What follows belongs to an exercise in optimizing a design on an open flow for small area; a production flow would make more cautious choices. No run shown here included a check of the RTL's function; only the layout flow was run. Power is estimated from default activity; no workload was simulated.

## config.mk

```make
export PLATFORM = sky130hd
export DESIGN_NAME = ptp_perout_gen
export DESIGN_NICKNAME = ptp_perout_gen
export VERILOG_FILES = /design/flow/design.v
export SDC_FILE = /design/flow/constraint.sdc
export NUM_CORES = 4
export LEC_CHECK = 0
export ABC_AREA = 1
export CAP_MARGIN = 20
export CORE_MARGIN = 2
export CORE_UTILIZATION = 40
export SLEW_MARGIN = 20
```

## constraint.sdc

```tcl
create_clock -name core_clock -period 8.5 [get_ports {clk}]
set_input_delay 1.7000 -clock core_clock [delete_from_list [all_inputs] [get_ports {clk}]]
set_output_delay 1.7000 -clock core_clock [all_outputs]
set_load 0.01 [all_outputs]
```

## design.v

```verilog
module ptp_perout_gen #(
    parameter int FNS_W        = 16,
    parameter bit OUT_POLARITY = 1'b1
) (
    input  logic        clk,
    input  logic        rst_n,
    input  logic [95:0] ts_96,
    input  logic        enable,
    input  logic        cfg_valid,
    input  logic [79:0] cfg_start,
    input  logic [79:0] cfg_period,
    input  logic [79:0] cfg_width,
    output logic        perout,
    output logic        locked,
    output logic        cfg_error
);
    localparam int TW = 78;   
    logic [TW-1:0] ts_now;
    logic [TW-1:0] start_q;
    logic [TW-1:0] start_d;     
    logic [TW-1:0] period_q;    
    logic [TW-1:0] wmp_q;       
    logic [TW-1:0] next_rise;
    logic [TW-1:0] addend;
    logic [TW-1:0] sum;
    logic [TW-1:0] ts_in;
    logic [TW-1:0] c_start, c_period, c_width;
    logic [TW-1:0] c_wmp;
    logic [TW-1:0] add_a, add_b;
    logic [TW+1:0] add_s;
    logic          add_c30;
    logic [TW-1:0] rise_d;
    logic          restart, advance;
    logic          c_w_lt_p;
    logic          armed;       
    logic          cfg_held;
    logic          pulse;
    logic          cfg_legal;
    logic          back_q;
    logic          was_rst;
    logic          ge_rise, ge_sum;
    logic          idle;
    logic          unused;
    function automatic logic [TW-1:0] t80(input logic [79:0] t);
        t80 = {t[79:32], t[29:0]};
    endfunction
    function automatic logic t_ge(input logic [TW-1:0] a, input logic [TW-1:0] b);
        logic g, g0, g1;
        g = 1'b1;
        g0 = 1'b0; g1 = 1'b1;
        for (int i = 0; i < TW; i++) begin
            g0 = (a[i] & ~b[i]) | ((a[i] | ~b[i]) & g0);
            g1 = (a[i] & ~b[i]) | ((a[i] | ~b[i]) & g1);
            if (i % 10 == 10 - 1 || i == TW - 1) begin
                g = g0 | (g1 & g);
                g0 = 1'b0; g1 = 1'b1;
            end
        end
        t_ge = g;
    endfunction
    function automatic logic t_ge_r(input logic [TW-1:0] a, input logic [TW-1:0] b);
        logic g;
        g = 1'b1;
        for (int i = 0; i < TW; i++) g = (a[i] & ~b[i]) | ((a[i] | ~b[i]) & g);
        t_ge_r = g;
    endfunction
    localparam logic [29:0] NS_BIAS = 30'd73741824;   
    assign start_d   = (c_start & {TW{cfg_valid}}) | (start_q & {TW{!cfg_valid}});
    assign ts_in     = t80(ts_96[95:16]);
    assign c_start   = t80(cfg_start);
    assign c_period  = t80(cfg_period);
    assign c_width   = t80(cfg_width);
    assign unused    = ^{ts_96[47:46], ts_96[15:0], cfg_start[31:30], cfg_period[31:30], cfg_width[31:30]};
    assign add_a     = cfg_valid ? c_width : next_rise;
    assign add_b     = cfg_valid ? ~c_period : addend;
    assign add_s     = {1'b0, add_a, 1'b1} + {1'b0, add_b, cfg_valid};
    assign add_c30   = add_s[31] ^ add_a[30] ^ add_b[30];
    assign sum       = {add_s[TW:31], add_c30 ? add_s[30:1] : add_s[30:1] - NS_BIAS};
    assign c_wmp     = {add_s[TW:31], add_c30 ? add_s[30:1] + NS_BIAS : add_s[30:1]};
    assign c_w_lt_p  = !add_s[TW+1];
    assign cfg_legal = (c_width != '0) && c_w_lt_p;
    assign addend    = pulse ? wmp_q : period_q;
    assign ge_sum    = t_ge(ts_now, sum);
    assign ge_rise   = t_ge_r(ts_now, next_rise);
    assign idle      = !armed && !pulse;
    assign perout    = OUT_POLARITY ? pulse : ~pulse;
    assign restart   = cfg_valid || !enable || idle || back_q;
    assign advance   = !restart && armed && (ge_sum || ge_rise);
    assign rise_d    = (start_d & {TW{restart}}) | (sum & {TW{advance}}) |
                       (next_rise & {TW{!restart && !advance}});
    always_ff @(posedge clk) begin
        ts_now  <= ts_in;
        was_rst <= !rst_n;
        back_q  <= !was_rst && !t_ge_r(ts_in, ts_now);
        start_q <= start_d;
        if (cfg_valid) begin
            period_q <= {c_period[TW-1:30], c_period[29:0] + NS_BIAS};
            wmp_q    <= c_wmp;
        end
        next_rise <= rise_d;
    end
    always_ff @(posedge clk) begin
        if (!rst_n) begin
            armed     <= 1'b0;
            cfg_held  <= 1'b0;
            pulse     <= 1'b0;
            locked    <= 1'b0;
            cfg_error <= 1'b0;
        end else begin
            if (cfg_valid) begin
                pulse     <= 1'b0;
                locked    <= 1'b0;
                cfg_error <= !cfg_legal;
                cfg_held  <= cfg_legal;
                armed     <= cfg_legal && enable;
            end else if (!enable) begin
                armed  <= 1'b0;
                pulse  <= 1'b0;
                locked <= 1'b0;
            end else if (!idle && back_q) begin
                pulse  <= 1'b0;
                locked <= 1'b0;
                armed  <= 1'b1;
            end else if (idle) begin
                locked <= 1'b0;
                armed  <= cfg_held;
            end else if (armed) begin
                if (ge_sum) begin
                    locked <= 1'b0;
                end else if (ge_rise) begin
                    pulse  <= 1'b1;
                    locked <= 1'b1;
                    armed  <= 1'b0;
                end
            end else if (ge_sum) begin
                pulse <= 1'b0;
                armed <= 1'b1;
            end
        end
    end
endmodule
```

## flow/run.sh

```bash
#!/bin/bash
# The standard layout (standard.sh, unchanged synthesis), except that the buffers put on
# the input and output ports are the smallest buffer cell, sky130_fd_sc_hd__buf_1, and clock
# tree synthesis builds the tree from sky130_fd_sc_hd__clkbuf_8 in larger sink clusters,
# without dummy loads.
set -euo pipefail
export BUFFER_PORTS_ARGS="-buffer_cell sky130_fd_sc_hd__buf_1"
export CTS_ARGS="-sink_clustering_enable -repair_clock_nets -dont_use_dummy_load -buf_list sky130_fd_sc_hd__clkbuf_8 -sink_clustering_size 16 -sink_clustering_max_diameter 80"
bash standard.sh > standard.log 2>&1
```

## standard.sh

```bash
#!/bin/bash
# synth_recipe.tcl (not shown) runs the flow's synth.tcl, then flattens the netlist and writes it again
# the make line also repeats each setting of config.mk as NAME=value (left out here)
make -C /OpenROAD-flow-scripts/flow DESIGN_CONFIG=/design/flow/config.mk WORK_HOME=/design/flow/orfs CLKGATE_MAP_FILE= SYNTH_SCRIPT=/design/flow/synth_recipe.tcl "${@:-finish}"
```

==> flow_summary.ini, run 1 <==
[worst_setup_path]
timing.rr.start = pulse
critPathMaxStageDelay_ns = 0.34
r2r_slack_ns = 0.64
cpMostUsedCell = nand2_2
cp_top_family = simple AND/OR/NAND/NOR gates
startpoint_type = primary input
path_buf_inv = 9
ff2ff_path_depth = 66
critPathSlowestCell = ha_1
worst_ep_arrival_time_ns = 8.76
crit_start = cfg_valid
crit_type = in -> reg
end_kind = flop
critPathMaxFanout = 7
crit_required_ns = 8.99
r2r-end = next_rise[25]

[clock_network]
clk_pin_slew_ns = 0.08
cts_tree = done
root_buffer = clkbuf_8
cts.path.max_buffers = 3
clk_latency_ns = 0.65
cts_buffers = 34
clock-sinks = 397
htree_levels = 2

[detailed_routing]
vias_per_cell = 4.94
drc = 0
drt_iter0_markers = 1497
avgRoutedWirePerCell_um = 15.8
routed_wl_mm = 75.6
antenna_left = 0
firstDrtPassIters = 8
via_count = 23600

[floorplan]
die_x_um = 252
core_area_um2 = 60600
dieArea_um2 = 63600
die_h_um = 252
pin_count = 343
row_count = 90
initial_core_util_pct = 40.6

[placed_design]
hpwl_mm = 55.6
io_buffer_count = 318
place.gp.congestion = 0.900
place_area_um2 = 28200

[logic_synthesis]
synth-simple-area-share_pct = 26.5
synthFlopType = dfxtp_1
avgSynthCellArea_um2 = 7.10
synthAdderAreaFrac_pct = 4.20
synth_cell_type_count = 63
ys_seq_area_share_pct = 38.6
synth_xor_area_share_pct = 4.78
synth_top_family_by_area = simple AND/OR/NAND/NOR gates
muxShareOfSynthArea_pct = 0
synth_edf_count = 156
synth-warning-count = 1
syn-num-nets = 3892
syn_area_um2 = 24600
syn_inst = 3470
yosys_register_bits = 397
synthArstFlopShare_pct = 0
synth-compound-area-share_pct = 15.5

[hold_path]
hold_path.class = reg -> reg
whs_path_depth = 2
min_to = start_q[77]
min_from = start_q[77]

[layout]
final_cell_mix = nand2_1, inv_1, buf_1, buf_4, dfxtp_1
final_common_cell = nand2_1
area_growth_pct = 19.5
final_core_util_pct = 48.6
fin_nets = 4410
design_area_um2 = 29400
final_layout_size_suffix_gt1_share_pct = 11.6

[timing]
fmax_mhz = 121
hold_violations = 0
setup_violations = 0
tightest_slew_ns = 1.05
skew_ns = 0.0795
layout_min_cycle_time_ns = 8.27
slew_viol_final = 0
tns_ns = 0
rsz0062_at_grt = true
slew_headroom_pct = 30.1
min_period_over_period_pct = 97.3

[global_routing]
gr-total-overflow = 0
grt_use_total_pct = 22.5
grt_max_degree = 176
antenna_found_initial = 8
grt_pass1_wl_mm = 114
grt_pass1_vias = 21800

[run]
cap_violations = 0

[power_and_ir_drop]
p_leak_nw = 14.6
irDropWorstVdd_mv = 0.139
pwr_density_cell_nw_per_um2 = 214

[status]
status = no timing/DRC/antenna violations
[Yosys cell counts, types with 9 or more instances]
master	number	area [um2]
nor4_1	23	144
a31oi_1	12	75.1
o22ai_1	101	632
nand3_2	13	130
nand2_2	24	150
nand2_1	1191	4470
edfxtp_1	156	4680
nand3_1	174	871
nor3_1	18	90.1
o21ai_2	9	78.8
clkinv_1	16	60.1
or2_2	11	68.8
nor2_1	109	409
clkbuf_1	81	304
dfxtp_1	241	4820
xor2_1	93	815
ha_1	81	1010
buf_1	11	41.3
buf_6	12	135
xnor2_1	34	298
nand4_1	20	125
a22oi_1	79	593
inv_1	506	1900
o21ai_0	151	756
a21oi_2	13	114
a21oi_1	196	981
[per-stage QoR]
| stage | worst slack (ns) | total power (W) | hold WS (ns) | std cells |
|---|---|---|---|---|
| 6_report | 0.230 | 0.00629 | 0.448 | 4775 |
| 4_1_cts | 0.00420 | 0.00611 | 0.449 | 4740 |
| 3_3_place_gp | -0.603 | 0.00506 | 0.428 | 4706 |
| 2_1_floorplan | 0.0210 | 0.00402 | 0.416 | 3470 |
| 3_5_place_dp | -0.621 | 0.00508 | 0.431 | 4706 |
| 5_1_grt | -0.299 | 0.00674 | 0.467 | 4774 |
[worst min-delay path: cells and delay by family, from the launching register on]
| kind | cells | cell delay [ns] |
|---|---|---|
| DFF | 1 | 0.30 |
| and+or+nand+nor | 2 | 0.12 |
[repair_timing]
action,in CTS,in global routing
hold buffers,0,0
setup endpoints to repair,0,81
gates resized for setup,0,82
buffers inserted,0,20
[flip-flops by register name, summed over array words and instances (netlist names)]
signal and cells:
was_rst 1, wmp_q 78, ts_now 78, period_q 78, armed 1, locked 1
next_rise 78, cfg_held 1, start_q 78, cfg_error 1, back_q 1, pulse 1
[cell families after synthesis]
group,after synthesis
DFF,397
xor gates and xnor gates,131
and+or+nand+nor,1589
adders and majority gates,82
buffers and inverters,643
AOI/OAI and AO/OA,628
[routing by layer]
layer  share of wire (%)  track usage (%)  up-vias
li1                    -                -    12300
met4                 2.5             6.39        4
met5               0.033                0        -
met3                 4.7             2.65       96
met1                  46             30.6    10700
met2                  46             37.7      528
[worst max path at each step]
stage	end	slack [ns]	cells past startpoint
global placement	next_rise[54]	-0.60	64
CTS	next_rise[54]	0.004	64
global route	next_rise[58]	-0.30	64
detailed placement	next_rise[54]	-0.62	64
finish	next_rise[25]	0.23	66
floorplan	next_rise[57]	0.02	66
[area by class of cell]
type / count / area [um2]
multi-input combinational: 2430 / 12800
timing repair buffer: 596 / 3650
sequential: 397 / 9510
inverter: 529 / 1990
tap: 782 / 978
clock buffer: 34 / 468
antenna: 7 / 17.5
fill: 6270 / 31200
[power by group]
group          leakage [nW]  internal (W)  switching [W]
Clock                 0.245      0.000361       0.000654
Combinational          10.8       0.00127        0.00162
Sequential             3.56       0.00228       0.000102
Total                  14.6       0.00391        0.00238
==> run 2, diff against run 1 <==
--- a/config.mk
+++ b/config.mk
@@ -11,2 +11,3 @@
 export CORE_UTILIZATION = 40
+export GPL_TIMING_DRIVEN = 0
 export SLEW_MARGIN = 20
==> flow_summary.ini, run 2 <==
[floorplan]
initial_core_util_pct = 40.6
die_h_um = 252
dieArea_um2 = 63600
row_count = 90
core_area_um2 = 60600
pin_count = 343
die_x_um = 252

[timing]
slew_viol_final = 0
setup_slack_ns = -0.613
rsz0062_at_grt = true
tightest_slew_ns = 1.08
setup_violations = 80
slew_headroom_pct = 27.8
tns_ns = -43.74
layout_min_cycle_time_ns = 9.11
min_period_over_period_pct = 107
hold_violations = 0
fmax_mhz = 110
skew_ns = 0.0610

[layout]
regArea_um2 = 9510
fin_cells = 4690
final_cell_mix = nand2_1, inv_1, buf_1, dfxtp_1, a21oi_1
area_growth_pct = 18.0
final_common_cell = nand2_1
final_core_util_pct = 48.0
fin_nets = 4324
multi_input_area_um2 = 13100
final_layout_size_suffix_gt1_share_pct = 8.67
fillers = 6343

[global_routing]
grt_pass1_wl_mm = 125
antenna_found_initial = 14
grt_pass1_vias = 22300
grt_use_total_pct = 25.4
grt_max_degree = 33
gr-total-overflow = 0

[status]
so_faults = negative setup slack
status = complete, but fails checks

[logic_synthesis]
synth_most_common_cell = nand2_1
syn_inst = 3470
synth_top_area_share_pct = 19.6
netlist_top_cells_count = nand2_1, inv_1, dfxtp_1, a21oi_1, nand3_1
yosys.area.top_type = dfxtp_1
syn-num-nets = 3892
syn_area_um2 = 24600
synth_edf_count = 156
synthFlopType = dfxtp_1
synthArstFlopShare_pct = 0
synthTopCellsByArea = dfxtp_1, edfxtp_1, nand2_1
ys_seq_area_share_pct = 38.6
synth-warning-count = 1
synth_cell_type_count = 63
yosys_register_bits = 397
avgSynthCellArea_um2 = 7.10

[detailed_routing]
routed_wl_mm = 82.9
vias_per_cell = 5.10
via_count = 23900
avgRoutedWirePerCell_um = 17.7
drt_iter0_markers = 1440
drc = 0
antenna_left = 0
firstDrtPassIters = 5

[power_and_ir_drop]
irDropWorstVdd_mv = 0.129
pwr_density_cell_nw_per_um2 = 205
p_leak_nw = 14.1

[placed_design]
place_ws_ns = -4.34
place.gp.congestion = 0.948
io_buffer_count = 318
hpwl_mm = 63.5
dp.cells = 4576

[clock_network]
clk_pin_slew_ns = 0.09
cts_tree = done
htree_levels = 2
clock-sinks = 397
cts.path.max_buffers = 3
clk_latency_ns = 0.63
root_buffer = clkbuf_8
cts_buffers = 34

[worst_setup_path]
cpMostUsedCell = nand2_2
crit_type = in -> reg
critPathMaxStageDelay_ns = 0.36
end_kind = flop
critPathSlowestCell = fa_2
worst_ep_arrival_time_ns = 9.67
crit_required_ns = 9.06
startpoint_type = primary input
critPathMaxFanout = 10

[run]
cap_violations = 0

[hold_path]
hold_path.class = reg -> reg
## run 2: cell type report
cell class	instances	share of cell area, %
timing repair buffer	397	7.49
multi-input combinational	2430	45.1
antenna	8	0.0689
inverter	529	6.85
clock buffer	34	1.61
tap	782	3.37
sequential	397	32.7
buffer	113	2.77
## run 2: critical path, delay by kind of cell
family	cells	cell delay, ns
buf+inv	13	1.71
compound gates	27	3.69
simple gates	26	1.95
fa+ha+maj	1	0.36
xor+xnor	1	0.18
## run 2: kinds of logic (layout without fill, tap and decap cells)
kind of cell	count (synthesis)	count (layout)	share of synthesized area [%]
flops	397	397	38.6
other cells	0	8	0
fa+ha+maj	82	82	4.20
xor+xnor	131	131	4.78
simple gates	1589	1589	26.5
compound gates	628	628	15.5
buf+inv	643	1073	10.4
## run 2: timing repair
| action | CTS | global route |
|---|---|---|
| endpoints found under the hold margin | 0 | 0 |
| buffers inserted | 39 | 23 |
| hold buffers | 0 | 0 |
| setup endpoints to repair | 132 | 81 |
| pin swaps | 38 | 85 |
| cloned | 6 | 5 |
| gates resized for setup | 112 | 74 |
## run 2: report_power, final
| group | internal (W) | switching (W) |
|---|---|---|
| combinational | 0.000949 | 0.00161 |
| sequential | 0.00228 | 0.000104 |
| clock | 0.000360 | 0.000649 |
| total | 0.00359 | 0.00236 |
## run 2: routing by layer
metal | global-route usage, % | share of wire (%)
met5 | 0 | 0.074
met4 | 8.93 | 3.2
met3 | 2.97 | 5.8
met2 | 42.6 | 46
met1 | 33.8 | 44
## run 2: worst paths after layout
| check | start | end | slack (ns) | cells after the start |
|---|---|---|---|---|
| min | start_q[12] | start_q[12] | 0.44 | 2 |
| max | cfg_valid | next_rise[75] | -0.61 | 68 |
| max reg2reg | pulse | next_rise[75] | -0.31 | 66 |
| min reg2reg | start_q[12] | start_q[12] | 0.44 | 2 |
## run 2: stage by stage
step | cell area, um2 | power, W | hold WS [ns]
after floorplan | 24600 | 0.00402 | 0.416
after global placement | 26800 | 0.00464 | 0.427
after detailed placement | 26900 | 0.00465 | 0.430
after CTS | 28400 | 0.00585 | 0.448
after global routing | 29100 | 0.00636 | 0.468
final | 29100 | 0.00596 | 0.445
==> run 3, diff against run 2 <==
--- a/design.v
+++ b/design.v
@@ -31,2 +31,4 @@
     logic          add_c30;
+    logic [29:0]   ts_ns_b;
+    logic          ge_ns;
     logic [TW-1:0] rise_d;
@@ -60,2 +62,30 @@
     endfunction
+    function automatic logic t_ge_sec(input logic [47:0] a, input logic [47:0] b, input logic gin);
+        logic g, g0, g1;
+        g = gin;
+        g0 = 1'b0; g1 = 1'b1;
+        for (int i = 0; i < 48; i++) begin
+            g0 = (a[i] & ~b[i]) | ((a[i] | ~b[i]) & g0);
+            g1 = (a[i] & ~b[i]) | ((a[i] | ~b[i]) & g1);
+            if (i % 10 == 9 || i == 47) begin
+                g = g0 | (g1 & g);
+                g0 = 1'b0; g1 = 1'b1;
+            end
+        end
+        t_ge_sec = g;
+    endfunction
+    function automatic logic t_ge_ns(input logic [29:0] a, input logic [29:0] b);
+        logic g, g0, g1;
+        g = 1'b1;
+        g0 = 1'b0; g1 = 1'b1;
+        for (int i = 0; i < 30; i++) begin
+            g0 = (a[i] & ~b[i]) | ((a[i] | ~b[i]) & g0);
+            g1 = (a[i] & ~b[i]) | ((a[i] | ~b[i]) & g1);
+            if (i % 10 == 9) begin
+                g = g0 | (g1 & g);
+                g0 = 1'b0; g1 = 1'b1;
+            end
+        end
+        t_ge_ns = g;
+    endfunction
     function automatic logic t_ge_r(input logic [TW-1:0] a, input logic [TW-1:0] b);
@@ -82,3 +112,5 @@
     assign addend    = pulse ? wmp_q : period_q;
-    assign ge_sum    = t_ge(ts_now, sum);
+    assign ts_ns_b   = ts_now[29:0] + NS_BIAS;
+    assign ge_ns     = add_c30 ? t_ge_ns(ts_now[29:0], add_s[30:1]) : t_ge_ns(ts_ns_b, add_s[30:1]);
+    assign ge_sum    = t_ge_sec(ts_now[TW-1:30], add_s[TW:31], ge_ns);
     assign ge_rise   = t_ge_r(ts_now, next_rise);
--- a/config.mk
+++ b/config.mk
@@ -11,3 +11,2 @@
 export CORE_UTILIZATION = 40
-export GPL_TIMING_DRIVEN = 0
 export SLEW_MARGIN = 20
==> flow_summary.ini, run 3 <==
[floorplan]
row_count = 91
pin_count = 343
initial_core_util_pct = 40.2
core_area_um2 = 61400
die_x_um = 252
die_h_um = 252
dieArea_um2 = 63700

[logic_synthesis]
synth_top_area_share_pct = 19.6
synthTopCellsByArea = dfxtp_1, edfxtp_1, nand2_1
synthArstFlopShare_pct = 0
yosys_register_bits = 397
synth_cell_type_count = 71
synth_edf_count = 156
synthFlopType = dfxtp_1
syn-num-nets = 3817
avgSynthCellArea_um2 = 7.27
syn_area_um2 = 24700
ys_seq_area_share_pct = 38.6
synth_most_common_cell = nand2_1
syn_inst = 3394
synth-warning-count = 1
yosys.area.top_type = dfxtp_1
netlist_top_cells_count = nand2_1, inv_1, nand3_1, dfxtp_1, a21oi_1

[layout]
regArea_um2 = 9510
final_layout_size_suffix_gt1_share_pct = 13.5
multi_input_area_um2 = 13500
fin_cells = 4722
area_growth_pct = 21.4
fin_nets = 4349
final_cell_mix = nand2_1, inv_1, buf_1, buf_4
fillers = 6254
final_common_cell = nand2_1
final_core_util_pct = 48.8

[worst_setup_path]
r2r-end = next_rise[75]
crit_type = in -> reg
critPathMaxFanout = 7
endpoint = next_rise[61]
ff2ff_path_depth = 58
r2r_slack_ns = 0.79
end_kind = flop
critPathSlowestCell = or3_4
startpoint_type = primary input
cpMostUsedCell = nand2_2
critPathMaxStageDelay_ns = 0.36
worst_ep_arrival_time_ns = 8.85
crit_start = cfg_valid
timing.rr.start = pulse
crit_required_ns = 9.06

[timing]
setup_violations = 0
slew_viol_final = 0
layout_min_cycle_time_ns = 8.29
tightest_slew_ns = 1.10
hold_violations = 0
fmax_mhz = 121
min_period_over_period_pct = 97.6
slew_headroom_pct = 26.1
skew_ns = 0.0588
rsz0062_at_grt = true

[hold_path]
hold_path.class = reg -> reg

[power_and_ir_drop]
comb_power_share_pct = 44.7
netSwitchingFraction_pct = 37.7
p_sw_w = 0.00234
seq_power_share_pct = 38.6
irDropWorstVdd_mv = 0.119
p_int_w = 0.00386
power.share.clock_pct = 16.7
p_leak_nw = 14.3
pwr_density_cell_nw_per_um2 = 207

[detailed_routing]
antenna_left = 0
drc = 0
routed_wl_mm = 78.7
drt_iter0_markers = 1742
vias_per_cell = 5.08
avgRoutedWirePerCell_um = 16.7
via_count = 24000
firstDrtPassIters = 7

[global_routing]
grt_pass1_wl_mm = 120
grt_use_total_pct = 23.7
grt_max_degree = 99
gr-total-overflow = 0
grt_util_met3_pct = 2.82
antenna_found_initial = 5
grt_pass1_vias = 22800
grt_use_met1_pct = 33.0
grt_use_met2_pct = 38.5
top_usage_layer = met2

[clock_network]
root_buffer = clkbuf_8
cts.path.max_buffers = 3
clk_pin_slew_ns = 0.10
cts_tree = done
htree_levels = 2
clock-sinks = 397
clk_latency_ns = 0.64
cts_buffers = 35

[placed_design]
hpwl_mm = 57.5
dp.cells = 4635
io_buffer_count = 318
place.gp.congestion = 0.944

[run]
cap_violations = 0

[status]
status = no timing/DRC/antenna violations
## run 3: power groups by stage
stage | logic [W] | registers, W | clock network (W)
floorplan | 0.00157 | 0.00240 | 0
global route | 0.00309 | 0.00242 | 0.00113
finish | 0.00277 | 0.00239 | 0.00103
CTS | 0.00258 | 0.00239 | 0.00107
detailed placement | 0.00254 | 0.00243 | 0
global placement | 0.00252 | 0.00242 | 0
## run 3: cell type report
type | count | area share (%)
diodes | 8 | 0.0669
clock buffers | 35 | 1.61
inverters | 422 | 5.30
multi-input cells | 2460 | 45.1
flip-flops and latches | 397 | 31.8
well taps | 790 | 3.30
repair buffers | 610 | 12.8
## run 3: cell families after synthesis
| group | count (synthesis) | synth area share (%) |
|---|---|---|
| xor+xnor | 144 | 5.14 |
| fa+ha+maj | 85 | 4.32 |
| simple gates | 1590 | 27.1 |
| compound gates | 641 | 15.6 |
| buf+inv | 537 | 9.30 |
| flops | 397 | 38.6 |
## run 3: timing repair
| item | in CTS | in global routing |
|---|---|---|
| pin swaps | 4 | 50 |
| hold buffers | 0 | 0 |
| gates resized for setup | 13 | 138 |
| cloned | 1 | 9 |
| setup endpoints to repair | 69 | 81 |
| setup buffers | 1 | 32 |
## run 3: worst min-delay path by stage
stage	endpoint	slack (ns)	cells past startpoint	from
global route	start_q[26]	0.47	2	start_q[26]
floorplan	start_q[0]	0.42	2	start_q[0]
CTS	start_q[67]	0.45	2	start_q[67]
finish	start_q[55]	0.45	2	start_q[55]
detailed placement	start_q[52]	0.43	2	start_q[52]
global placement	start_q[47]	0.43	2	start_q[47]
## run 3: layer usage
metal,vias to the layer above,share of wire [%]
li1,12300,-
met1,11000,46
met2,617,45
met3,109,5.9
met4,2,2.8
met5,-,0.017
## run 3: stage by stage
stage          power [W]  setup TNS, ns  worst slack, ns  hold WS [ns]  cell area (um2)
2_1_floorplan    0.00397         -0.765          -0.0515         0.416            24800
3_3_place_gp     0.00494         -47.21           -0.637         0.427            28200
3_5_place_dp     0.00496         -54.56           -0.721         0.429            28200
4_1_cts          0.00604       -0.00909         -0.00909         0.448            28800
5_1_grt          0.00663         -20.74           -0.319         0.467            29900
6_report         0.00619              0            0.206         0.449            29900
## run 3: worst max-delay path: cells and delay by family
| kind | cells | cell delay (ns) |
|---|---|---|
| AO/OA/AOI/OAI | 20 | 2.71 |
| XOR/XNOR | 1 | 0.28 |
| adder cells (fa/ha/maj) | 1 | 0.12 |
| buffers and inverters | 7 | 0.84 |
| AND/OR/NAND/NOR | 36 | 3.17 |

static timing again, ports no longer ideal:
Ports are ideal in the flow. The routed layouts listed here were re-timed in OpenROAD. Step 1: set_driving_cell puts a clkbuf_16 on clk and a buf_2 on each other input, an assumption about the parent block. Step 2 adds t to the input delays and takes it off the output delays; t is the mean of the earliest and latest rising clock arrival at the registers after step 1. Input paths then give back, and output paths get back, about the clock's delay inside the block. a / b / c = ideal ports / drivers / drivers and shift; a / b = the first two.
run | t, ns | setup WS [ns] | hold slack, ns | worst register clock-pin slew, ns
run 1 | 0.662 | 0.230 / 0.125 / -0.537 | 0.448 / 0.448 / 0.448 | 0.12 / 0.12
run 2 | 0.655 | -0.613 / -0.642 / -1.296 | 0.445 / 0.445 / 0.445 | 0.11 / 0.11
run 3 | 0.664 | 0.206 / 0.080 / -0.584 | 0.449 / 0.449 / 0.449 | 0.11 / 0.11
With both steps, setup timing fails in run 1 and run 3, where it was met with ideal ports. The setup slack of run 3, which loses most, moves by -0.126 ns with the drivers and by -0.790 ns with both steps.
